What follows belongs to an exercise in optimizing a design on an open flow for small area; a production flow would make more cautious choices. RTL that was checked went through simulation tests only; none was proved equivalent to the original. Power is estimated from default activity; no workload was simulated.

==> module isqrt_seq, before the edit <==
module isqrt_seq (
  input  logic          clk,
  input  logic          clr,
  input  logic [1:0]    pair,
  input  logic [W-1:0]  q,
  output logic          bit_o
);
  logic [REM_W-1:0] rem_q;
  logic [REM_W+1:0] rem_sh;
  logic [REM_W+2:0] diff;
  logic [REM_W-1:0] rem_d;
  logic [REM_W+1:0] nsub;
  logic [REM_W+2:0] cy;
  always_comb begin
    rem_sh = {rem_q, pair};
    nsub   = ~{1'b0, q, 2'b01};
    cy[0]  = 1'b1;
    for (int k = 0; k < REM_W + 2; k++) begin
      diff[k]  = rem_sh[k] ^ nsub[k] ^ cy[k];
      cy[k+1]  = (rem_sh[k] & nsub[k]) | (rem_sh[k] & cy[k]) | (nsub[k] & cy[k]);
    end
    diff[REM_W+2] = ~cy[REM_W+2];
    bit_o  = cy[REM_W+2];
    rem_d  = bit_o ? diff[REM_W-1:0] : rem_sh[REM_W-1:0];
  end
  always_ff @(posedge clk) begin
    rem_q <= clr ? '0 : rem_d;
  end
endmodule
export LEC_CHECK = 0
export CAP_MARGIN = 20
export CORE_MARGIN = 2
export CORE_UTILIZATION = 40
export SLEW_MARGIN = 20
create_clock -name core_clock -period 13.0 [get_ports {clk}]
standard.sh (not shown) runs the stock make flow with config.mk's settings and CLKGATE_MAP_FILE= SYNTH_SCRIPT=/design/flow/synth_recipe.tcl, a recipe that flattens the netlist after the stock synthesis.
==> flow/flow/run.sh <==
#!/bin/bash
# Standard layout with three changes to how it is made:
#  - synthesis maps logic with an area-oriented ABC script (flow/abc_area.script)
#    in place of ORFS's speed script; everything else in synthesis is unchanged;
#  - ports are buffered with the smallest buffer (buf_1);
#  - the clock tree uses small buffers and no dummy loads.
set -euo pipefail
here=$(pwd)
rm -rf "$here/scripts_local"
cp -r "$FLOW_HOME/scripts" "$here/scripts_local"
cp "$here/flow/abc_area.script" "$here/scripts_local/abc_speed.script"
export SCRIPTS_DIR="$here/scripts_local"
export BUFFER_PORTS_ARGS="-buffer_cell sky130_fd_sc_hd__buf_1"
export CTS_ARGS="-sink_clustering_enable -repair_clock_nets -buf_list sky130_fd_sc_hd__clkbuf_4 -sink_clustering_size 8 -sink_clustering_max_diameter 35 -dont_use_dummy_load"
bash standard.sh > standard.log 2>&1
==> flow/flow/abc_area.script <==
strash
dc2
dch
amap
Change:
--- a/flow/design.v
+++ b/flow/design.v
@@ -14,22 +14,22 @@
 );
   logic [REM_W-1:0] rem_q;
   logic [REM_W+1:0] rem_sh;
   logic [REM_W+2:0] diff;
   logic [REM_W-1:0] rem_d;
-  logic [REM_W+1:0] nsub;
-  logic [REM_W+2:0] cy;
+  logic [REM_W+1:0] sub;
+  logic [REM_W+2:0] bw;
   always_comb begin
     rem_sh = {rem_q, pair};
-    nsub   = ~{1'b0, q, 2'b01};
-    cy[0]  = 1'b1;
+    sub    = {1'b0, q, 2'b01};
+    bw[0]  = 1'b0;
     for (int k = 0; k < REM_W + 2; k++) begin
-      diff[k]  = rem_sh[k] ^ nsub[k] ^ cy[k];
-      cy[k+1]  = (rem_sh[k] & nsub[k]) | (rem_sh[k] & cy[k]) | (nsub[k] & cy[k]);
-    end
-    diff[REM_W+2] = ~cy[REM_W+2];
-    bit_o  = cy[REM_W+2];
+      diff[k]  = rem_sh[k] ^ sub[k] ^ bw[k];
+      bw[k+1]  = (~rem_sh[k] & sub[k]) | (~rem_sh[k] & bw[k]) | (sub[k] & bw[k]);
+    end
+    diff[REM_W+2] = bw[REM_W+2];
+    bit_o  = ~bw[REM_W+2];
     rem_d  = bit_o ? diff[REM_W-1:0] : rem_sh[REM_W-1:0];
   end
   always_ff @(posedge clk) begin
     rem_q <= clr ? '0 : rem_d;
   end
Outcome: Clock-buffer cell count goes down by 4. Total power came out lower slightly. Global-route usage rose by 0.15 points. Cell area hardly moves. Wire length stays flat. Via count rises slightly. Final cell count came out lower slightly. Sequential power is about the same. Maximum frequency went down slightly. Die area is about the same. Hold slack gains 0.0043 ns.
Function not checked in the first run of this note: the RTL went through the layout flow alone.

[port drivers added, routing unchanged]
The flow's constraints put no driver on any port. The routed layouts listed below were extracted and timed again, unchanged, in two steps.
Step 1 (the two cells are an assumption about what drives the block):
set clk [get_ports {clk}]
set_driving_cell -lib_cell sky130_fd_sc_hd__clkbuf_16 $clk
set_driving_cell -lib_cell sky130_fd_sc_hd__buf_2 [delete_from_list [all_inputs] $clk]
Step 2 also shifts input and output timing later by t, the mid clock arrival at the registers, as if the neighbouring blocks saw the same clock.
Slacks: no drivers / after step 1 / after step 2; pairs: no drivers / after step 1.
run | t, ns | slack for setup (ns) | worst register clock-pin slew, ns | worst slew at a driven data input, ns | cell pins on the clock port's net
the first run | 0.692 | 4.316 / 4.316 / 4.316 | 0.09 / 0.09 | 0.06 | 1
the second run | 0.675 | 4.178 / 4.178 / 4.178 | 0.10 / 0.10 | 0.07 | 1
After both steps every run listed still meets setup and hold.
